This design comes from an exercise in tuning for small area and a short achievable clock period on the open sky130 flow, not from production work.
Function was checked by simulation only, so behaviour that the tests miss may differ from the original.

## flow/design.v (module list and top-level ports; edited modules follow where they fit)
// module grad_top: 175 lines
// module absdiff_v: 134 lines
// module absdiff_h: 134 lines
// module sqsum: 393 lines
// module times3: 64 lines
// module div_r0: 207 lines
// module div_r1: 221 lines
// module sq_r0: 12 lines
// module sq_r1: 26 lines
// module div_r2: 218 lines
// module div_r3: 218 lines
// module div_r4: 218 lines
// module div_r5: 218 lines
// module div_r6: 218 lines
// module sq_r2: 34 lines
// module sq_r3: 42 lines
// module sq_r4: 51 lines
// module sq_r5: 62 lines
// module sq_r6: 70 lines
// module sq_r7: 78 lines
// module sq_r8: 87 lines
// module sq_r9: 91 lines
// module div_r7: 74 lines
// module div_r8: 218 lines
// module tan_pre: 217 lines
// module div_r9: 147 lines
// module sq_r10: 100 lines
// module sq_r11: 111 lines
// module sq_r12: 81 lines
module grad_top (
    input  wire logic        clk,
    input  wire logic        rst,
    input  wire logic        in_valid,
    input  wire logic        sof,
    input  wire logic [7:0]  pixel,
    output logic             out_valid,
    output logic [32:0]      grad
);
  // ...
==> flow/flow/run.sh <==
#!/bin/bash
# The standard layout (the standard.sh: ORFS with the standard synthesis
# and the standard flow's config.mk and SDC), with a larger setup margin for ORFS's timing
# repair so that it keeps shortening paths past the design's generous period.
set -euo pipefail
MARGIN=$(cat flow/margin.txt)
bash standard.sh SETUP_SLACK_MARGIN=$MARGIN finish > standard.log 2>&1
==> flow/flow/margin.txt <==
14.5
==> flow/standard.sh <==
#!/bin/bash
# synth_recipe.tcl (not shown) runs the flow's synth.tcl, then flattens the netlist and writes it again
# the make line also repeats each setting of config.mk as NAME=value (left out here)
make -C /OpenROAD-flow-scripts/flow DESIGN_CONFIG=/design/flow/config.mk WORK_HOME=/design/flow/orfs CLKGATE_MAP_FILE= SYNTH_SCRIPT=/design/flow/synth_recipe.tcl "${@:-finish}"
==> flow/config.mk <==
export PLATFORM = sky130hd
export DESIGN_NAME = grad_top
export DESIGN_NICKNAME = grad_top
export VERILOG_FILES = /design/flow/design.v
export SDC_FILE = /design/flow/constraint.sdc
export NUM_CORES = 4
export LEC_CHECK = 0
export CAP_MARGIN = 20
export CORE_MARGIN = 2
export CORE_UTILIZATION = 40
export SLEW_MARGIN = 20
export SYNTH_HIERARCHICAL = 1
==> flow/constraint.sdc <==
create_clock -name core_clock -period 26.0 [get_ports {clk}]
set_input_delay 5.2000 -clock core_clock [delete_from_list [all_inputs] [get_ports {clk}]]
set_output_delay 5.2000 -clock core_clock [all_outputs]
set_load 0.01 [all_outputs]
==> impl_results.md, run 1 <==
* Hold buffer count at CTS at 0
* Crit path to: r1_rem[1]
* Top Registers: sr (256), r1_M (14), r2_q (14)
* DRT antenna net count at 0
* Crit path buffers/inverters at 7
* Crit path launch: pixel[4]
* Period utilisation layout at 0.434
* Max FFs per register at 256
* Ys async rst share at 0
* Non-clk bufs at 168
* Full die area at 82300 sq um
* NonClk Buf Share at 0.0430
* Cells after Synth at 3172
* First-pass GRT wire length at 105 mm
* Synthesized cell area at 32000 sq um
* Register area share after synthesis at 0.334
* Post-Synth Simple-Gate Area at 0.146
* Met1 Track Usage GR at 0.220
* Total track usage at 0.154
* Dominant cell type by area after synthesis: edfxtp_1
* Clk root buf: clkbuf_16
* Hold Path Cell Cnt at 0
* Worst R2R Start: r1_root[0]
* Finished Cell Area at 34700 sq um
* Compound-gate portion of the synthesized area at 0.149
* RR Endpoint: r2_rem[9]
* Metal1 wirelength at 31.6 mm
* Synth Register Bits at 379
* Top Family by Delay on Critical Path: adder cells
* Levels on crit path at 26
* Fin Setup TNS at 0 ns
* Sequential share of cell area at 0.308
* Hold_ws at 0.346 ns
* Sequential cells at 379
* Fin util at 0.439
* Clk cell area share at 0.0387
* Status: no timing/DRC/antenna violations
* Multi-input gate share of total cell area at 0.530
* Hold path endpoint: r2_vz
Testbench counts, summed over its fixed seeds: latency cycles 75,055, results 75,055.
==> inputs of run 2 (changes only) <==
--- a/flow/config.mk
+++ b/flow/config.mk
@@ -10,2 +10,3 @@
 export CORE_UTILIZATION = 40
+export CTS_BUF_LIST = sky130_fd_sc_hd__clkbuf_4 sky130_fd_sc_hd__clkbuf_8
 export SLEW_MARGIN = 20
==> impl_results.md, run 2 <==
* Worst Hold Class: reg2reg
* EDFF count, synth at 308
* Fin Setup TNS at 0 ns (unchanged)
* Top cells by count, synth: inv_1 (362), edfxtp_1 (308), buf_4 (262), nor2_1 (150), nor2b_1 (147)
* Chip height at 287 um
* Worst path most repeated cell: buf_4
* Routability cong. at 0.816
* Worst setup SP type: register
* Core box area at 79100 sq um
* Status: no timing/DRC/antenna violations
* Max FFs per register at 256 (unchanged)
* Synthesized cell area at 32000 sq um (unchanged)
* Max-slew headroom at 0.317
* Slew Limit Fails at 0
* Max cap viols at 0
* Most frequent cells in the layout: inv_1 (351), edfxtp_1 (308), nor2_1 (147)
* Endpoints failing setup at 0
* Worst EP required at 20.80 ns
* Remaining DRCs at 0
* Ys async rst share at 0 (unchanged)
* I/O Buffers at 45
* Starting Density at 0.404
* Min cycle time layout at 11.34 ns
* Biggest register: sr
* Largest family of logic cells by synthesized area: compound AO/OA/AOI/OAI gates
* Synth Area per Inst at 10.1 sq um
* Period utilisation layout at 0.436 (+0.00180)
* Synth Register Bits at 379 (unchanged)
* Hold buffer count at CTS at 0 (unchanged)
* Post-synthesis mux area share at 0.0636
* DRT antenna net count at 0 (unchanged)
* Crit Path Category: reg2out
* Chip width at 287 um
* Post-DP Area at 31900 sq um
* Top cells by area, synth: edfxtp_1 (29%), fa_1 (7.9%), buf_4 (6.1%)
* Clk root buf: clkbuf_8
* Cell variety after synth at 138
* Commonest non-fill, non-tap cell in the layout: inv_1
* Vias at 21.4k
* CP max FO at 6
* CTS H-Tree Depth at 3
* CP endpoint kind: output pin
* CTS Sinks at 379
* Post-Synth Simple-Gate Area at 0.146 (unchanged)
* Top Family by Delay on Critical Path: compound AO/OA/AOI/OAI gates
* Crit path DAT at 6.14 ns
* Nets@finish at 3316
* I/O pins at 46
* CTS buffer count at 66
* Finished Cell Area at 34800 sq um (+0.10%)
* Register area share after synthesis at 0.334 (unchanged)
* First-pass GRT wire length at 106 mm (+0.63%)
* Max Freq at 88.2 MHz
* Max stage delay cell, worst path: o41a_4
* Drt first pass iters at 5
* Total track usage at 0.156 (+0.00201)
* Total Wirelength at 64.8 mm
* CP peak stage delay at 0.47 ns
* CTS tree: done
* Initial DRC Count at 1058
* Share of post-route cells with drive strength above 1 at 0.192
* Dominant cell type by area after synthesis: edfxtp_1
* GRT overflow at 0
* Full die area at 82300 sq um (unchanged)
* Worst Tran Pin Value at 1.03 ns
* Top Registers: sr (256), r1_M (14), r2_q (14)
* P&R area growth vs syn at 8.64%
* DP Wirelength at 43.6 mm
* Count leader, synth: inv_1
* Cells after Synth at 3172 (unchanged)
* Initial antenna violation count at 1
* Synth Flop Type: edfxtp_1
* Drt wl/cell at 15.4 um
* Final hold vios at 0
* Crit path buffers/inverters at 9 (+2)
* Synth Area in XOR/XNOR at 0.0558
* Largest net degree at the start of global routing at 101
* Top-area cell type share of the netlist area at 0.289
* Via count of the first global-routing pass at 20.6k
* Clk pin slew, worst setup/hold paths at 0.06 ns
* CTS Buffer Depth at 3
* RSZ-0062 raised after global routing: yes
* Clk Latency, worst-skew pair at 0.66 ns
* Row Count at 103
* Compound-gate portion of the synthesized area at 0.149 (unchanged)
* Yosys warns at 8
* Synth Area in Adders at 0.136
* Vias per std cell at 5.11
* Skew final at 0.0339 ns
==> run 2: cell count changes in the layout (fill, tap and decap cells not counted), moves of 9 or more <==
cell	before	now
clkbuf_8	1	72
clkbuf_16	45	1
clkbuf_2	0	17
clkbuf_4	0	17
dlymetal6s2s_1	14	2
clkbuf_1	9	0
==> run 2: final cells by class <==
cell class              count  area, sq um
multi-input cells        2097        18500
clock inverters            27          303
well taps                1050         1310
fillers                  7557        44400
flip-flops and latches    379        10700
repair buffers            166         1370
inverters                 388         1480
diodes                      1         2.50
clock buffers              89         1120
==> run 2: cell families after synthesis <==
logic type               after synthesis
AO/OA/AOI/OAI                        576
XOR/XNOR                             202
adder cells (fa/ha/maj)              286
buffers and inverters                700
flip-flops                           379
multiplexers                         194
other                                  1
AND/OR/NAND/NOR                      834
==> run 2: final timing paths <==
check             slack [ns]  startpoint         to  cells after the start
hold reg to reg         0.32      r1_ovf     r2_ovf                      0
setup / recovery       14.66     r2_R[0]   grad[17]                     28
setup reg to reg       15.00     r1_M[0]  r2_rem[9]                     48
hold / removal          0.32      r1_ovf     r2_ovf                      0
==> run 2: Yosys stat by module (local to each module, per instance), excerpt <==
module / cells / copies in the design
sq_r3: 29 / 1
sq_r2: 26 / 1
div_r3: 158 / 1
div_r9: 86 / 1
sqsum: 293 / 1
sq_r4: 38 / 1
grad_top: 435 / 1
sq_r7: 65 / 1
div_r2: 158 / 1
times3: 63 / 1
sq_r11: 93 / 1
==> run 2: worst reg2reg max path: cells and delay by family (launching register included) <==
family / cells / cell delay, ns
mux: 6 / 1.77
buf+inv: 5 / 0.62
compound gates: 17 / 4.07
fa+ha+maj: 7 / 2.28
simple gates: 10 / 1.39
xor+xnor: 3 / 0.45
flops: 1 / 0.33
==> run 2: timing repair <==
item                                    4_1_cts  5_1_grt
endpoints found under the setup margin       54       53
setup buffers                                37       54
resized for setup                            91      125
pin swaps                                    22       51
cloned                                        3        1
==> run 2: through the flow <==
stage           util  std cells  hold slack (ns)  setup slack, ns
2_1_floorplan      -       3173            0.323            14.39
4_1_cts        0.429       4140            0.328            14.31
3_5_place_dp   0.403       3984            0.334            12.96
5_1_grt        0.439       4197            0.344            14.40
6_report       0.439       4197            0.322            14.66
3_3_place_gp   0.403       3984            0.328            13.16
==> run 2: per-layer routing <==
layer	wire length (um)	share of wire	GRT usage	vias to the layer above
li1	-	-	-	10648
met1	31600	0.49	0.220	10449
met2	30100	0.46	0.252	285
met3	2090	0.032	0.0217	62
met4	968	0.015	0.0385	0
met5	0	0	0	-
==> inputs of run 3 (changes only) <==
--- a/flow/config.mk
+++ b/flow/config.mk
@@ -10,3 +10,4 @@
 export CORE_UTILIZATION = 40
-export CTS_BUF_LIST = sky130_fd_sc_hd__clkbuf_4 sky130_fd_sc_hd__clkbuf_8
+export CTS_CLUSTER_DIAMETER = 60
+export CTS_CLUSTER_SIZE = 40
 export SLEW_MARGIN = 20
==> impl_results.md, run 3 <==
* Top cells by area, synth: edfxtp_1 (29%), fa_1 (7.9%), buf_4 (6.1%)
* Synth Area per Inst at 10.1 sq um (unchanged)
* Top Registers: sr (256), r1_M (14), r2_q (14)
* I/O Buffers at 45 (unchanged)
* Crit path launch: pixel[0]
* Status: no timing/DRC/antenna violations
* Initial antenna violation count at 0 (-1)
* Clk Latency, worst-skew pair at 0.62 ns (-0.04 ns)
* Worst path most repeated cell: fa_1
* Hold Startpoint: r1_q[0]
* Initial DRC Count at 1023 (-3.3%)
* Cells after Synth at 3172 (unchanged)
* Drt wl/cell at 15.4 um (-0.17%)
* Final hold vios at 0 (unchanged)
* Met3 Usage GRT at 0.0136 (-0.00817)
* Worst EP required at 26.46 ns (+5.66 ns)
* Drt first pass iters at 5 (unchanged)
* Ys async rst share at 0 (unchanged)
* Biggest register: sr
* CTS Buffer Depth at 3 (unchanged)
* Total Wirelength at 63.7 mm (-1.6%)
* Global route hottest layer: met2
* Routability cong. at 0.816 (unchanged)
* Slew Limit Fails at 0 (unchanged)
* Period utilisation layout at 0.433 (-0.00337)
* DRT antenna net count at 0 (unchanged)
* Total track usage at 0.152 (-0.00420)
* EDFF count, synth at 308 (unchanged)
* RSZ-0062 raised after global routing: yes
* N_diodes at 0 (-1)
* Finished Cell Area at 34400 sq um (-0.97%)
* Crit Path Category: in2reg
* Global routing usage on met2 at 0.251 (-0.00109)
* Max Freq at 88.9 MHz (+0.78%)
* CTS H-Tree Depth at 1 (-2)
* Commonest non-fill, non-tap cell in the layout: inv_1
* Remaining DRCs at 0 (unchanged)
* Share of post-route cells with drive strength above 1 at 0.175 (-0.0166)
* GRT overflow at 0 (unchanged)
* Register area share after synthesis at 0.334 (unchanged)
* Starting Density at 0.404 (unchanged)
* CTS tree: done
* Nets@finish at 3283 (-1.0%)
* Vias at 21.3k (-0.81%)
* Worst Tran Pin Value at 1.02 ns (-0.00718 ns)
* CTS Sinks at 379 (unchanged)
* Clk root buf: clkbuf_16
* Worst R2R Start: r1_M[0]
* Synth Area in Adders at 0.136 (unchanged)
* CTS buffer count at 28 (-58%)
* Max-slew headroom at 0.321 (+0.00479)
* Vias per std cell at 5.14 (+0.68%)
* Worst Hold Class: reg2reg
* Row Count at 103 (unchanged)
* Synthesized cell area at 32000 sq um (unchanged)
* Yosys warns at 8 (unchanged)
* Top cells by count, synth: inv_1 (362), edfxtp_1 (308), buf_4 (262), nor2_1 (150), nor2b_1 (147)
* Skew final at 0.0418 ns (+0.00792 ns)
* First-pass GRT wire length at 104 mm (-1.4%)
* Min cycle time layout at 11.25 ns (-0.0877 ns)
* Compound-gate portion of the synthesized area at 0.149 (unchanged)
* Met1 Track Usage GR at 0.220 (about the same)
* Max cap viols at 0 (unchanged)
* Chip width at 287 um (unchanged)
* Max FFs per register at 256 (unchanged)
* Fin util at 0.435 (-0.00425)
* Hold buffer count at CTS at 0 (unchanged)
* Clk pin slew, worst setup/hold paths at 0.09 ns (+0.03 ns)
* Post-Synth Simple-Gate Area at 0.146 (unchanged)
* CP peak stage delay at 0.54 ns (+0.07 ns)
* Largest family of logic cells by synthesized area: compound AO/OA/AOI/OAI gates
* Chip height at 287 um (unchanged)
* Synth Flop Type: edfxtp_1
* Max stage delay cell, worst path: fa_1
* Full die area at 82300 sq um (unchanged)
* Endpoints failing setup at 0 (unchanged)
* Largest net degree at the start of global routing at 101 (unchanged)
* Synth Register Bits at 379 (unchanged)
* P&R area growth vs syn at 7.58%
* Count leader, synth: inv_1
* Hold_ws at 0.346 ns (+0.0239 ns)
* CP max FO at 17 (+11)
* Post-synthesis mux area share at 0.0636 (unchanged)
* Worst setup SP type: input pin
* Core box area at 79100 sq um (unchanged)
* Post-DP Area at 31900 sq um (unchanged)
* CP endpoint kind: register
* Via count of the first global-routing pass at 20.1k (-2.2%)
* Synth Area in XOR/XNOR at 0.0558 (unchanged)
* Top-area cell type share of the netlist area at 0.289 (unchanged)
* Fin Setup TNS at 0 ns (unchanged)
* Cell variety after synth at 138 (unchanged)
* Most frequent cells in the layout: inv_1 (352), edfxtp_1 (308), nor2_1 (147)
* DP Wirelength at 43.6 mm (unchanged)
* Dominant cell type by area after synthesis: edfxtp_1
* I/O pins at 46 (unchanged)
* Crit path DAT at 11.72 ns (+5.58 ns)
* Fillers at 7546 (-0.15%)
run 3: worst paths after layout:
check	slack [ns]	cells past startpoint	end
worst min register to register	0.35	0	r2_q[0]
worst min-delay path	0.35	0	r2_q[0]
worst max-delay path	14.75	29	r1_rem[1]
worst max register to register	14.98	52	r2_rem[9]
run 3: cell type report:
type                    instances  area [sq um]  share of cell area
well taps                    1050          1310              0.0382
repair buffers                171          1440              0.0419
clock buffers                  28           701              0.0204
clock inverters                22           389              0.0113
inverters                     388          1480              0.0429
multi-input cells            2097         18400               0.535
flip-flops and latches        379         10700               0.311
run 3: kinds of logic after synthesis:
kind of cell / count (synthesis)
and+or+nand+nor: 834
buffers and inverters: 700
AOI/OAI and AO/OA: 576
DFF: 379
adders and majority gates: 286
xor gates and xnor gates: 202
muxes: 194
other: 1
run 3: worst max-delay path, delay by kind of cell:
family,cells,cell delay (ns)
AO/OA/AOI/OAI,7,1.21
buffers and inverters,7,0.90
adder cells (fa/ha/maj),10,3.55
AND/OR/NAND/NOR,3,0.61
multiplexers,2,0.25
run 3: modules after synthesis, one instance, submodules excluded, excerpt:
| module | flops+latches | copies in the design | area, sq um | cells |
|---|---|---|---|---|
| sqsum | 0 | 1 | 2450 | 293 |
| sq_r2 | 0 | 1 | 199 | 26 |
| grad_top | 379 | 1 | 11100 | 435 |
| div_r4 | 0 | 1 | 1190 | 158 |
| tan_pre | 0 | 1 | 1230 | 197 |
| div_r6 | 0 | 1 | 1190 | 158 |
| div_r7 | 0 | 1 | 474 | 57 |
| div_r1 | 0 | 1 | 1210 | 159 |
| sq_r4 | 0 | 1 | 348 | 38 |
| sq_r0 | 0 | 1 | 26.3 | 4 |
| div_r8 | 0 | 1 | 1190 | 158 |
| times3 | 0 | 1 | 439 | 63 |
| sq_r5 | 0 | 1 | 384 | 45 |
| sq_r11 | 0 | 1 | 723 | 93 |
| sq_r7 | 0 | 1 | 507 | 65 |
| div_r0 | 0 | 1 | 957 | 112 |
run 3: stage by stage:
step	cells	setup slack, ns
2_1_floorplan	3173	14.39
3_3_place_gp	3984	13.16
3_5_place_dp	3984	12.96
4_1_cts	4074	14.46
5_1_grt	4135	14.39
6_report	4135	14.75
run 3: layer usage:
layer / part of all wire / vias to the layer above
li1: - / 10566
met3: 0.028 / 48
met1: 0.49 / 10406
met4: 0.013 / 0
met2: 0.46 / 250
met5: 0 / -
run 3: timing repair:
item	CTS	global route
endpoints found under the setup margin	54	51
hold endpoints to repair	0	0
pin swaps	22	49
buffers inserted	37	59
gates cloned	3	1
gates resized for setup	84	108
==> inputs of run 4 (changes only) <==
==> flow/flow/margin.txt (replaced) <==
14.8
--- a/flow/config.mk
+++ b/flow/config.mk
@@ -11,3 +11,3 @@
 export CTS_CLUSTER_DIAMETER = 60
-export CTS_CLUSTER_SIZE = 40
+export CTS_CLUSTER_SIZE = 30
 export SLEW_MARGIN = 20
==> impl_results.md, run 4 <==
* Yosys warns at 8 (unchanged)
* Period utilisation layout at 0.431 (-0.00158)
* Top Registers: sr (256), r1_M (14), r2_q (14)
* First-pass GRT wire length at 106 mm (+1.5%)
* Dominant cell type by area after synthesis: edfxtp_1
* Max stage delay cell, worst path: fa_2
* Top Family by Delay on Critical Path: adder cells
* CTS Sinks at 379 (unchanged)
* Share of post-route cells with drive strength above 1 at 0.203 (+0.0278)
* Slew Limit Fails at 0 (unchanged)
* Commonest non-fill, non-tap cell in the layout: inv_1
* Cells after Synth at 3172 (unchanged)
* DP Wirelength at 43.4 mm (-0.46%)
* Max FFs per register at 256 (unchanged)
* CTS buffer count at 35 (+25%)
* DRT antenna net count at 0 (unchanged)
* Crit path launch: r2_D[0]
* Cell variety after synth at 138 (unchanged)
* Vias per std cell at 5.11 (-0.64%)
* Skew final at 0.0554 ns (+0.0137 ns)
* Largest net degree at the start of global routing at 94 (-6.9%)
* Worst R2R Start: r1_M[0]
* Clk root buf: clkbuf_16
* Chip height at 287 um (unchanged)
* Top cells by area, synth: edfxtp_1 (29%), fa_1 (7.9%), buf_4 (6.1%)
* Final Non-Filler Cells at 4180 (+1.1%)
* Crit path DAT at 6.01 ns (-5.71 ns)
* Min cycle time layout at 11.21 ns (-0.0410 ns)
* Hold Startpoint: r1_ovf
* Most frequent cells in the layout: inv_1 (348), edfxtp_1 (308), nor2_1 (144)
* Total track usage at 0.156 (+0.00386)
* I/O pins at 46 (unchanged)
* CTS Buffer Depth at 3 (unchanged)
* I/O Buffers at 45 (unchanged)
* Synth Register Bits at 379 (unchanged)
* GRT overflow at 0 (unchanged)
* Crit Path Category: reg2out
* Post-Place Cells at 3983 (-0.025%)
* Hold buffer count at CTS at 0 (unchanged)
* Final hold vios at 0 (unchanged)
* Drt wl/cell at 15.6 um (+1.3%)
* Max-slew headroom at 0.360 (+0.0387)
* N_diodes at 0 (unchanged)
* CP max FO at 6 (-11)
* Crit path buffers/inverters at 4 (-3)
* Clk Latency, worst-skew pair at 0.58 ns (-0.04 ns)
* RSZ-0062 raised after global routing: yes
* Chip width at 287 um (unchanged)
* Max Freq at 89.2 MHz (+0.37%)
* Row Count at 103 (unchanged)
* Count leader, synth: inv_1
* CP peak stage delay at 0.44 ns (-0.10 ns)
* Crit path cell chain: fa_2 > nor2b_4 > o41ai_4 > fa_1 > xor2_1 > nand3_2 > xnor2_4 > buf_4 > nand2b_1 > a21boi_2 > inv_1 > o211a_4 > and2b_1 > a22o_1 > mux2_2 > nor2b_1 > maj3_1 > o21ai_1 > o221ai_2 > nor2_4 > ha_4 > clkbuf_16 > mux2_4 > buf_6
* Routability cong. at 0.823 (+0.77%)
* CP endpoint kind: output pin
* Status: no timing/DRC/antenna violations
* Hold_ws at 0.321 ns (-0.0255 ns)
* Worst Tran Pin Value at 0.960 ns (-0.0580 ns)
* CTS tree: done
* Synth Flop Type: edfxtp_1
* CTS H-Tree Depth at 2 (+1)
* Max cap viols at 0 (unchanged)
* Worst EP required at 20.80 ns (-5.66 ns)
* Remaining DRCs at 0 (unchanged)
* Ys async rst share at 0 (unchanged)
* Synth Area per Inst at 10.1 sq um (unchanged)
* Full die area at 82300 sq um (unchanged)
* Register area share after synthesis at 0.334 (unchanged)
* Initial antenna violation count at 1 (+1)
* Fin util at 0.447 (+0.0121)
* Endpoints failing setup at 0 (unchanged)
* Core box area at 79100 sq um (unchanged)
* Top-area cell type share of the netlist area at 0.289 (unchanged)
* Worst setup SP type: register
* Worst Hold Class: reg2reg
* Fillers at 7475 (-0.94%)
* P&R area growth vs syn at 10.6%
* Biggest register: sr
* Top cells by count, synth: inv_1 (362), edfxtp_1 (308), buf_4 (262), nor2_1 (150), nor2b_1 (147)
* Vias at 21.4k (+0.44%)
* Nets@finish at 3323 (+1.2%)
* EDFF count, synth at 308 (unchanged)
* Drt first pass iters at 5 (unchanged)
* Fin Setup TNS at 0 ns (unchanged)
* Synthesized cell area at 32000 sq um (unchanged)
* Via count of the first global-routing pass at 20.3k (+0.84%)
* Starting Density at 0.404 (unchanged)
* Initial DRC Count at 1017 (-0.59%)
* Total Wirelength at 65.2 mm (+2.4%)
* Clk pin slew, worst setup/hold paths at 0.07 ns (-0.02 ns)
-- run 4: cell counts after synthesis --
Identical to the previous run, type by type.
-- run 4: logic make-up (layout without fill, tap and decap cells) --
kind of cell	count (synthesis)	after routing	share of synthesized area
simple gates	834	835	0.146
buf+inv	700	654	0.116
compound gates	576	578	0.149
flops	379	379	0.334
fa+ha+maj	286	286	0.136
xor+xnor	202	202	0.0558
mux	194	194	0.0636
other cells	1	2	0.000117
-- run 4: what timing repair did --
action                                  in CTS  in global routing
pin swaps                                   37                 70
gates cloned                                 3                  2
endpoints found under the setup margin      58                 54
resized for setup                          155                189
setup buffers                               61                 69
-- run 4: path summary, 6_finish.rpt --
kind,end,slack (ns),cells after the start
hold / removal,r2_ovf,0.32,0
setup reg to reg,r2_rem[9],15.18,52
hold reg to reg,r2_ovf,0.32,0
setup / recovery,grad[12],14.79,24
-- run 4: cell type report --
type,count,area (sq um),area share
Multi-Input combinational cell,2097,18800,0.532
Timing Repair Buffer,204,1770,0.0501
Inverter,388,1490,0.0422
Sequential cell,379,10700,0.302
Tap cell,1050,1310,0.0371
Clock buffer,37,885,0.0250
Clock inverter,25,399,0.0113
-- run 4: through the flow --
step | area, sq um | setup slack (ns)
floorplan | 32100 | 14.39
global placement | 31900 | 13.15
finish | 35400 | 14.79
global route | 35400 | 14.49
detailed placement | 31900 | 12.88
CTS | 34200 | 14.66
-- run 4: modules after synthesis (local to each module, per instance), excerpt --
module     flops+latches  times used
sq_r2                  0           1
absdiff_h              0           1
div_r4                 0           1
sq_r5                  0           1
sqsum                  0           1
div_r0                 0           1
sq_r1                  0           1
absdiff_v              0           1
sq_r7                  0           1
sq_r8                  0           1
div_r2                 0           1
sq_r9                  0           1
times3                 0           1
-- run 4: layer usage --
metal	vias to the layer above	global-route usage	part of all wire	wire, um
met4	0	0.0345	0.015	982
met3	65	0.0191	0.031	2040
met2	280	0.256	0.47	30400
met1	10383	0.219	0.49	31800
met5	-	0	0	0
li1	10635	-	-	-
==> inputs of run 5 (changes only) <==
==> flow/flow/margin.txt (replaced) <==
14.5
==> impl_results.md, run 5 <==
* Synth Flop Type: edfxtp_1
* DRT antenna net count at 0 (unchanged)
* Worst path most repeated cell: fa_1
* Clk root buf: clkbuf_16
* DP Wirelength at 43.6 mm (+0.46%)
* I/O pins at 46 (unchanged)
* N_diodes at 0 (unchanged)
* Final hold vios at 0 (unchanged)
* Clk Latency, worst-skew pair at 0.62 ns (+0.04 ns)
* Slew Limit Fails at 0 (unchanged)
* Global route hottest layer: met2
* CP peak stage delay at 0.54 ns (+0.10 ns)
* Skew final at 0.0425 ns (-0.0129 ns)
* Vias at 21.3k (-0.49%)
* I/O Buffers at 45 (unchanged)
* Max stage delay cell, worst path: fa_1
* Worst r2r path cells at 52 (unchanged)
* Total track usage at 0.152 (-0.00393)
* Top-area cell type share of the netlist area at 0.289 (unchanged)
* Starting Density at 0.404 (unchanged)
* Worst Hold Class: reg2reg
* Top Registers: sr (256), r1_M (14), r2_q (14)
* Yosys warns at 8 (unchanged)
* CTS tree: done
* CTS buffer count at 28 (-20%)
* Drt wl/cell at 15.4 um (-1.2%)
* Biggest register: sr
* Crit Path Category: in2reg
* Hold Path Cell Cnt at 0 (unchanged)
* Max Freq at 88.9 MHz (-0.38%)
* Row Count at 103 (unchanged)
* Worst setup SP type: input pin
* Synth Register Bits at 379 (unchanged)
* Levels on crit path at 29 (+21%)
* Remaining DRCs at 0 (unchanged)
* CTS H-Tree Depth at 1 (-1)
* Endpoints failing setup at 0 (unchanged)
* P&R area growth vs syn at 7.58%
* Vias per std cell at 5.14 (+0.60%)
* Count leader, synth: inv_1
* Nets@finish at 3283 (-1.2%)
* Commonest non-fill, non-tap cell in the layout: inv_1
* Core box area at 79100 sq um (unchanged)
* Full die area at 82300 sq um (unchanged)
* Chip width at 287 um (unchanged)
* Status: no timing/DRC/antenna violations
* CTS Sinks at 379 (unchanged)
* Largest net degree at the start of global routing at 101 (+7.4%)
* Period utilisation layout at 0.433 (+0.00162)
* First-pass GRT wire length at 104 mm (-1.5%)
* Cell variety after synth at 138 (unchanged)
* Worst EP required at 26.46 ns (+5.66 ns)
* Fin util at 0.435 (-0.0121)
* Ys async rst share at 0 (unchanged)
* Initial DRC Count at 1038 (+2.1%)
* Max cap viols at 0 (unchanged)
* Cells after Synth at 3172 (unchanged)
* Clk pin slew, worst setup/hold paths at 0.09 ns (+0.02 ns)
* Via count of the first global-routing pass at 20.1k (-0.84%)
* Met1 Track Usage GR at 0.220 (+0.000479)
* Dominant cell type by area after synthesis: edfxtp_1
* Min cycle time layout at 11.25 ns (+0.0422 ns)
* GRT overflow at 0 (unchanged)
* RSZ-0062 raised after global routing: yes
* CTS Buffer Depth at 3 (unchanged)
* Global routing usage on met2 at 0.251 (-0.00453)
* Register area share after synthesis at 0.334 (unchanged)
* Top cells by area, synth: edfxtp_1 (29%), fa_1 (7.9%), buf_4 (6.1%)
* Chip height at 287 um (unchanged)
* Fillers at 7547 (+0.96%)
* Crit path DAT at 11.72 ns (+5.71 ns)
* Routability cong. at 0.816 (-0.77%)
* Max FFs per register at 256 (unchanged)
* Share of post-route cells with drive strength above 1 at 0.175 (-0.0278)
* Max-slew headroom at 0.330 (-0.0304)
* Total Wirelength at 63.7 mm (-2.3%)
* Top Family by Delay on Critical Path: adder cells
* Synth Area per Inst at 10.1 sq um (unchanged)
* Initial antenna violation count at 0 (-1)
* Drt first pass iters at 5 (unchanged)
* Top cells by count, synth: inv_1 (362), edfxtp_1 (308), buf_4 (262), nor2_1 (150), nor2b_1 (147)
* CP max FO at 17 (+11)
* Met3 Usage GRT at 0.0136 (-0.00556)
* Worst Tran Pin Value at 1.01 ns (+0.0456 ns)
* Crit path buffers/inverters at 7 (+3)
* Most frequent cells in the layout: inv_1 (352), edfxtp_1 (308), nor2_1 (147)
* EDFF count, synth at 308 (unchanged)
* CP endpoint kind: register
* Fin Setup TNS at 0 ns (unchanged)
* Synthesized cell area at 32000 sq um (unchanged)
## run 5: changes by cell type in the layout (fill, tap and decap cells not counted), sizes merged
| cell | change |
|---|---|
| inv | +2 |
| clkinv | -3 |
| clkinvlp | -1 |
| buf | -52 |
| bufinv | -1 |
| dlymetal6s2s | +4 |
| clkdlybuf4s50 | +4 |
| clkbuf | -1 |
| dlygate4sd2 | -1 |
| clkdlybuf4s15 | +4 |
## run 5: path summary, 6_finish.rpt
path	slack [ns]	endpoint	from
worst min register to register	0.35	r2_q[0]	r1_q[0]
worst min-delay path	0.35	r2_q[0]	r1_q[0]
worst max-delay path	14.75	r1_rem[1]	pixel[0]
worst max register to register	14.98	r2_rem[9]	r1_M[0]
## run 5: logic make-up after synthesis
group	after synthesis	synth area share
buffers and inverters	700	0.116
DFF	379	0.334
muxes	194	0.0636
AOI/OAI and AO/OA	576	0.149
adders and majority gates	286	0.136
xor gates and xnor gates	202	0.0558
other	1	0.000117
and+or+nand+nor	834	0.146
## run 5: timing repair
item                                    4_1_cts  5_1_grt
resized for setup                            84      108
hold buffers                                  0        0
pin swaps                                    22       49
cloned                                        3        1
setup buffers                                37       59
endpoints found under the setup margin       54       51
## run 5: through the flow
step | hold WS [ns] | instance area (sq um) | std cells | setup slack, ns
floorplan | 0.323 | 32100 | 3173 | 14.39
global placement | 0.328 | 31900 | 3984 | 13.16
detailed placement | 0.334 | 31900 | 3984 | 12.96
CTS | 0.350 | 33600 | 4074 | 14.46
global route | 0.356 | 34400 | 4135 | 14.39
finish | 0.346 | 34400 | 4135 | 14.75
## run 5: area by class of cell
type	count	area, sq um	area share
inverter	388	1480	0.0429
tap	1050	1310	0.0382
multi-input combinational	2097	18400	0.535
clock buffer	28	701	0.0204
timing repair buffer	171	1440	0.0419
sequential	379	10700	0.311
clock inverter	22	387	0.0112
## run 5: routing by layer
metal / part of all wire / up-vias
met3: 0.028 / 53
met5: 0 / -
met1: 0.50 / 10374
met2: 0.46 / 263
met4: 0.014 / 0
li1: - / 10569
## run 5: modules after synthesis (local to each module, per instance), excerpt
module / times used / cells inside / flops+latches / cell area (sq um)
div_r2: 1 / 158 / 0 / 1190
sq_r12: 1 / 31 / 0 / 205
sq_r3: 1 / 29 / 0 / 236
sq_r4: 1 / 38 / 0 / 348
sq_r7: 1 / 65 / 0 / 507
sqsum: 1 / 293 / 0 / 2450
tan_pre: 1 / 197 / 0 / 1230
==> inputs of run 6 (changes only) <==
--- a/flow/config.mk
+++ b/flow/config.mk
@@ -12,2 +12,3 @@
 export CTS_CLUSTER_SIZE = 30
+export PLACE_DENSITY = 0.75
 export SLEW_MARGIN = 20
==> impl_results.md, run 6 <==
* Synth Flop Type: edfxtp_1
* Ys async rst share at 0 (unchanged)
* Synth Register Bits at 379 (unchanged)
* CTS buffer count at 28 (unchanged)
* I/O pins at 46 (unchanged)
* Remaining DRCs at 0 (unchanged)
* Worst EP required at 20.80 ns (-5.66 ns)
* Most frequent cells in the layout: inv_1 (352), edfxtp_1 (308), nor2_1 (146)
* Clk Latency, worst-skew pair at 0.61 ns (about the same)
* Yosys warns at 8 (unchanged)
* Count leader, synth: inv_1
* Total Wirelength at 61.5 mm (-3.6%)
* CTS Sinks at 379 (unchanged)
* Cells after Synth at 3172 (unchanged)
* Commonest non-fill, non-tap cell in the layout: inv_1
* Clk root buf: clkbuf_16
* I/O Buffers at 45 (unchanged)
* Crit Path Category: reg2out
* Initial DRC Count at 1496 (+44%)
* Vias at 21.5k (+1.1%)
* Chip width at 287 um (unchanged)
* Fin Setup TNS at 0 ns (unchanged)
* DP Wirelength at 42.8 mm (-1.9%)
* CTS tree: done
* Final hold vios at 0 (unchanged)
* Hold buffer count at CTS at 0 (unchanged)
* Total track usage at 0.145 (-0.00710)
* First-pass GRT wire length at 101 mm (-3.2%)
* Min cycle time layout at 11.39 ns (+0.140 ns)
* CP max FO at 9 (-8)
* GRT overflow at 0 (unchanged)
* Share of post-route cells with drive strength above 1 at 0.173 (-0.00206)
* Clk pin slew, worst setup/hold paths at 0.10 ns (about the same)
* Cell variety after synth at 138 (unchanged)
* Post-place setup slack at 12.96 ns (-0.00230 ns)
* Max cap viols at 0 (unchanged)
* Core box area at 79100 sq um (unchanged)
* Max Freq at 87.8 MHz (-1.2%)
* DRT antenna net count at 0 (unchanged)
* CP endpoint kind: output pin
* Routability cong. at 0.875 (+7.2%)
* Nets@finish at 3284 (+0.030%)
* Slew Limit Fails at 0 (unchanged)
* Drt first pass iters at 5 (unchanged)
* Row Count at 103 (unchanged)
* Endpoints failing setup at 0 (unchanged)
* Max FFs per register at 256 (unchanged)
* Largest net degree at the start of global routing at 93 (-7.9%)
* Synthesized cell area at 32000 sq um (unchanged)
* Full die area at 82300 sq um (unchanged)
* Vias per std cell at 5.19 (+1.0%)
* RSZ-0062 raised after global routing: yes
* Skew final at 0.0346 ns (-0.00795 ns)
* Dominant cell type by area after synthesis: edfxtp_1
* Top Registers: sr (256), r1_M (14), r2_q (14)
* Global route hottest layer: met2
* Worst Tran Pin Value at 1.04 ns (+0.0371 ns)
* Top-area cell type share of the netlist area at 0.289 (unchanged)
* Post-route setup slack at 14.61 ns (-0.140 ns)
* Worst setup SP type: register
* Global routing usage on met2 at 0.247 (-0.00447)
* CTS Buffer Depth at 3 (unchanged)
* CTS H-Tree Depth at 1 (unchanged)
* Max-slew headroom at 0.305 (-0.0247)
* Met1 Track Usage GR at 0.198 (-0.0222)
* Initial antenna violation count at 0 (unchanged)
* EDFF count, synth at 308 (unchanged)
* Synth Area per Inst at 10.1 sq um (unchanged)
* Worst Hold Class: reg2reg
* Via count of the first global-routing pass at 20.5k (+2.2%)
* Crit path DAT at 6.19 ns (-5.53 ns)
* Fin util at 0.436 (+0.00119)
* Starting Density at 0.404 (unchanged)
* Status: no timing/DRC/antenna violations
* N_diodes at 0 (unchanged)
* Drt wl/cell at 14.9 um (-3.6%)
* Period utilisation layout at 0.438 (+0.00540)
* Top cells by count, synth: inv_1 (362), edfxtp_1 (308), buf_4 (262), nor2_1 (150), nor2b_1 (147)
* Chip height at 287 um (unchanged)
* Top cells by area, synth: edfxtp_1 (29%), fa_1 (7.9%), buf_4 (6.1%)
* Biggest register: sr
* Register area share after synthesis at 0.334 (unchanged)
* P&R area growth vs syn at 7.87%
* Met3 Usage GRT at 0.0155 (+0.00190)
-- run 6: cell types whose count changed in the layout (fill, tap and decap cells not counted), moves of 4 or more --
cell | previous run | this run
dlygate4sd2_1 | 1 | 8
buf_6 | 6 | 10
clkdlybuf4s50_1 | 22 | 18
clkinv_16 | 4 | 8
mux2i_2 | 13 | 9
-- run 6: stage by stage --
step | instances | cell area [sq um] | hold WS [ns]
final | 4137 | 34500 | 0.352
after global routing | 4137 | 34500 | 0.371
after global placement | 3984 | 31900 | 0.324
after floorplan | 3173 | 32100 | 0.323
after detailed placement | 3984 | 31900 | 0.327
after CTS | 4070 | 33600 | 0.352
-- run 6: cell type report --
cell class / count / area (sq um)
fill: 7284 / 44600
multi-input combinational: 2096 / 18400
sequential: 379 / 10700
inverter: 388 / 1480
timing repair buffer: 173 / 1430
tap: 1050 / 1310
clock buffer: 30 / 708
clock inverter: 21 / 460
-- run 6: kinds of logic after synthesis --
| group | synth area share |
|---|---|
| multiplexers | 0.0636 |
| AND/OR/NAND/NOR | 0.146 |
| adder cells (fa/ha/maj) | 0.136 |
| other | 0.000117 |
| XOR/XNOR | 0.0558 |
| flip-flops | 0.334 |
| buffers and inverters | 0.116 |
| AO/OA/AOI/OAI | 0.149 |
-- run 6: layer usage --
metal,wire [um],up-vias,part of all wire
met4,1180,0,0.019
met2,29300,397,0.48
li1,-,10537,-
met3,2350,94,0.038
met5,0,-,0
met1,28600,10462,0.47
-- run 6: worst max-delay path: stages (launching register included) --
cell	delay, ns
dfxtp_4	0.36
fa_2	0.44
nor2b_4	0.14
o41ai_4	0.10
fa_1	0.40
xor2_1	0.20
nand3_2	0.16
xnor2_4	0.21
nor2b_1	0.08
maj3_1	0.36
maj3_1	0.40
a31oi_1	0.22
nand2_2	0.20
nor2_1	0.17
a31o_1	0.18
inv_1	0.06
maj3_2	0.32
a211oi_2	0.26
o32ai_2	0.12
o41a_2	0.16
nor2_4	0.12
ha_4	0.16
buf_8	0.13
mux2_2	0.33
dlygate4sd2_1	0.28
-- run 6: worst paths after layout --
path | from | end | slack [ns] | cells after the start
setup / recovery | r2_D[0] | grad[18] | 14.61 | 24
hold / removal | r1_ovf | r2_ovf | 0.35 | 0
setup reg to reg | r1_M[0] | r2_rem[2] | 14.76 | 47
hold reg to reg | r1_ovf | r2_ovf | 0.35 | 0
-- run 6: modules after synthesis, one instance, submodules excluded, a selection --
module  cells  flops+latches  area [sq um]
sqsum     293              0          2450
div_r4    158              0          1190
div_r9     86              0           621
sq_r9      73              0           566
div_r7     57              0           474
sq_r6      53              0           427
sq_r4      38              0           348
sq_r3      29              0           236
sq_r12     31              0           205
sq_r2      26              0           199
sq_r1      15              0           108
sq_r0       4              0          26.3
-- run 6: repair_timing --
item / 4_1_cts / 5_1_grt
gates resized for setup: 80 / 132
pin swaps: 17 / 64
endpoints found under the setup margin: 45 / 55
cloned: 2 / 0
buffers inserted: 33 / 67
==> inputs of run 7 (changes only) <==
--- a/flow/config.mk
+++ b/flow/config.mk
@@ -9,6 +9,5 @@
 export CORE_MARGIN = 2
-export CORE_UTILIZATION = 40
+export CORE_UTILIZATION = 50
 export CTS_CLUSTER_DIAMETER = 60
 export CTS_CLUSTER_SIZE = 30
-export PLACE_DENSITY = 0.75
 export SLEW_MARGIN = 20
==> impl_results.md, run 7 <==
* Post-synthesis mux area share at 0.0636 (unchanged)
* Clk pin slew, worst setup/hold paths at 0.08 ns (-0.02 ns)
* Vias per std cell at 5.50 (+5.9%)
* Crit path buffers/inverters at 7 (+4)
* Max-slew headroom at 0.336 (+0.0310)
* Core box area at 63200 sq um (-20%)
* Slew Limit Fails at 0 (unchanged)
* Crit path launch: pixel[0]
* Top Family by Delay on Critical Path: adder cells
* Worst Tran Pin Value at 0.996 ns (-0.0465 ns)
* Clk root buf: clkbuf_16
* CTS H-Tree Depth at 2 (+1)
* Total Wirelength at 66.2 mm (+7.7%)
* Final hold vios at 0 (unchanged)
* Max Freq at 89.0 MHz (+1.4%)
* Ys async rst share at 0 (unchanged)
* Via count of the first global-routing pass at 21.0k (+2.4%)
* Worst Hold Class: reg2reg
* Clk Latency, worst-skew pair at 0.60 ns (about the same)
* Endpoints failing setup at 0 (unchanged)
* Min cycle time layout at 11.24 ns (-0.155 ns)
* Synth Area in XOR/XNOR at 0.0558 (unchanged)
* Drt first pass iters at 6 (+1)
* Max cap viols at 0 (unchanged)
* First-pass GRT wire length at 107 mm (+6.2%)
* Synthesized cell area at 32000 sq um (unchanged)
* Chip height at 257 um (-10%)
* Nets@finish at 3283 (-0.030%)
* Full die area at 66000 sq um (-20%)
* Routability cong. at 0.870 (-0.58%)
* DP Wirelength at 45.9 mm (+7.3%)
* Synth Flop Type: edfxtp_1
* Worst setup SP type: input pin
* CTS Sinks at 379 (unchanged)
* Top cells by area, synth: edfxtp_1 (29%), fa_1 (7.9%), buf_4 (6.1%)
* Top Registers: sr (256), r1_M (14), r2_q (14)
* Yosys warns at 8 (unchanged)
* Top-area cell type share of the netlist area at 0.289 (unchanged)
* Fin Setup TNS at 0 ns (unchanged)
* Cell variety after synth at 138 (unchanged)
* Remaining DRCs at 0 (unchanged)
* Hold buffer count at CTS at 0 (unchanged)
* Hold_ws at 0.346 ns (-0.00583 ns)
* Max FFs per register at 256 (unchanged)
* DRT antenna net count at 0 (unchanged)
* Cells after Synth at 3172 (unchanged)
* Initial antenna violation count at 3 (+3)
* Crit Path Category: in2reg
* Drt wl/cell at 16.8 um (+13%)
* Worst R2R Start: r1_M[1]
* Synth Register Bits at 379 (unchanged)
* RR Endpoint: r2_rem[9]
* Status: no timing/DRC/antenna violations
* Count leader, synth: inv_1
* N_diodes at 0 (unchanged)
* Total track usage at 0.196 (+0.0516)
* R2r setup slk at 14.82 ns (+0.06 ns)
* P&R area growth vs syn at 7.43%
* GRT overflow at 0 (unchanged)
* Max stage delay cell, worst path: fa_1
* CP peak stage delay at 0.54 ns (+0.10 ns)
* RSZ-0062 raised after global routing: yes
* CTS buffer count at 34 (+21%)
* Biggest register: sr
* Vias at 21.7k (+0.81%)
* Post-Synth Simple-Gate Area at 0.146 (unchanged)
* Most frequent cells in the layout: inv_1 (353), edfxtp_1 (308), nor2_1 (147)
* Chip width at 257 um (-10%)
* Starting Density at 0.506 (+0.102)
* Worst path most repeated cell: fa_1
* Largest net degree at the start of global routing at 100 (+7.5%)
* Dominant cell type by area after synthesis: edfxtp_1
* Worst EP required at 26.30 ns (+5.50 ns)
* Synth Area in Adders at 0.136 (unchanged)
* Register area share after synthesis at 0.334 (unchanged)
* Period utilisation layout at 0.432 (-0.00594)
* Compound-gate portion of the synthesized area at 0.149 (unchanged)
* Largest family of logic cells by synthesized area: compound AO/OA/AOI/OAI gates
* Crit path DAT at 11.54 ns (+5.35 ns)
* Top cells by count, synth: inv_1 (362), edfxtp_1 (308), buf_4 (262), nor2_1 (150), nor2b_1 (147)
* Skew final at 0.0498 ns (+0.0153 ns)
* EDFF count, synth at 308 (unchanged)
* CP endpoint kind: register
* I/O pins at 46 (unchanged)
* Initial DRC Count at 1438 (-3.9%)
* Crit path to: r1_rem[1]
* Worst r2r path cells at 53 (+13%)
* Fin util at 0.544 (+0.108)
* Share of post-route cells with drive strength above 1 at 0.175 (+0.00139)
* CTS Buffer Depth at 3 (unchanged)
* Row Count at 92 (-11%)
* Commonest non-fill, non-tap cell in the layout: inv_1
* I/O Buffers at 45 (unchanged)
* CP max FO at 9 (unchanged)
* Synth Area per Inst at 10.1 sq um (unchanged)
* CTS tree: done
* Levels on crit path at 29 (+21%)
run 7: cell types whose count changed in the layout (fill, tap and decap cells not counted), moves of 3 or more:
cell	change
clkbuf_16	+6
buf_4	-6
mux2i_1	-4
dlygate4sd2_1	+6
inv_16	+3
mux2i_2	+6
clkdlybuf4s15_1	+3
clkinv_16	-6
clkbuf_2	-7
inv_12	+8
run 7: metal layers:
metal	track usage	share of wire	vias to the layer above	wire (um)
li1	-	-	10572	-
met1	0.266	0.46	10671	30300
met2	0.330	0.48	338	31900
met5	0	0	-	0
met3	0.0227	0.036	82	2380
met4	0.0583	0.023	0	1530
run 7: stage by stage:
stage,setup slack (ns),cell area (sq um),std cells
4_1_cts,14.52,33500,3881
5_1_grt,14.35,34400,3937
3_5_place_dp,12.87,31600,3779
6_report,14.76,34400,3937
3_3_place_gp,13.24,31600,3779
2_1_floorplan,14.39,32100,3173
run 7: Yosys stat by module, one instance, submodules excluded, excerpt:
module,cells inside,flip-flops and latches,cell area (sq um)
div_r0,112,0,957
div_r1,159,0,1210
div_r4,158,0,1190
div_r7,57,0,474
div_r8,158,0,1190
sq_r10,87,0,658
sq_r11,93,0,723
sq_r2,26,0,199
sq_r8,83,0,676
times3,63,0,439
run 7: worst min-delay path by stage:
stage                       start  endpoint  cells past startpoint  slack, ns
after detailed placement   r1_ovf    r2_ovf                      0       0.33
final                      r1_ovf    r2_ovf                      0       0.35
after global placement     r1_ovf    r2_ovf                      0       0.33
after global routing      r1_q[3]   r2_q[3]                      0       0.35
after floorplan            r1_neg    r2_neg                      0       0.32
after CTS                  r1_ovf    r2_ovf                      0       0.35
run 7: layout make-up:
type | count | area (sq um)
clock buffer | 35 | 855
fill | 5537 | 28800
tap | 846 | 1060
sequential | 379 | 10700
inverter | 388 | 1470
timing repair buffer | 166 | 1400
multi-input combinational | 2096 | 18400
clock inverter | 27 | 465
run 7: what timing repair did:
action / CTS / global route
buffers inserted: 38 / 56
resized for setup: 87 / 109
setup endpoints to repair: 55 / 53
gates cloned: 2 / 0
pin swaps: 20 / 44
run 7: logic make-up after synthesis:
logic type | count (synthesis)
compound gates | 576
fa+ha+maj | 286
xor+xnor | 202
mux | 194
simple gates | 834
buf+inv | 700
other cells | 1
flops | 379

## what the ideal ports hide
In the flow no input, the clock included, has a driving cell. The finished layouts below were timed again as built, in two steps. Step 1 (the two cells are an assumption about what drives the block):
set clk [get_ports {clk}]
set_driving_cell -lib_cell sky130_fd_sc_hd__clkbuf_16 $clk
set_driving_cell -lib_cell sky130_fd_sc_hd__buf_2 [delete_from_list [all_inputs] $clk]
Step 2 also shifts input and output timing later by t, the mid clock arrival at the registers, as if the neighbouring blocks saw the same clock. Three values: ideal, step 1, step 2; two values: the first two.
| run | shift t [ns] | setup slack, ns | worst setup path after step 2 | slew at the worst register clock pin (ns) |
|---|---|---|---|---|
| run 1 | 0.619 | 14.707 / 14.702 / 14.120 | input to register | 0.06 / 0.06 |
| run 2 | 0.702 | 14.660 / 14.604 / 14.086 | input to register | 0.07 / 0.07 |
| run 3 | 0.659 | 14.748 / 14.701 / 14.123 | input to register | 0.10 / 0.10 |
| run 4 | 0.611 | 14.789 / 14.732 / 14.439 | input to register | 0.10 / 0.10 |
| run 5 | 0.657 | 14.746 / 14.692 / 14.123 | input to register | 0.10 / 0.10 |
| run 6 | 0.653 | 14.606 / 14.546 / 14.048 | input to register | 0.10 / 0.10 |
| run 7 | 0.634 | 14.761 / 14.714 / 14.161 | input to register | 0.10 / 0.10 |
After both steps every run listed still meets setup and hold. The setup slack of run 3, which loses most, moves by -0.047 ns with the drivers and by -0.625 ns with both steps.
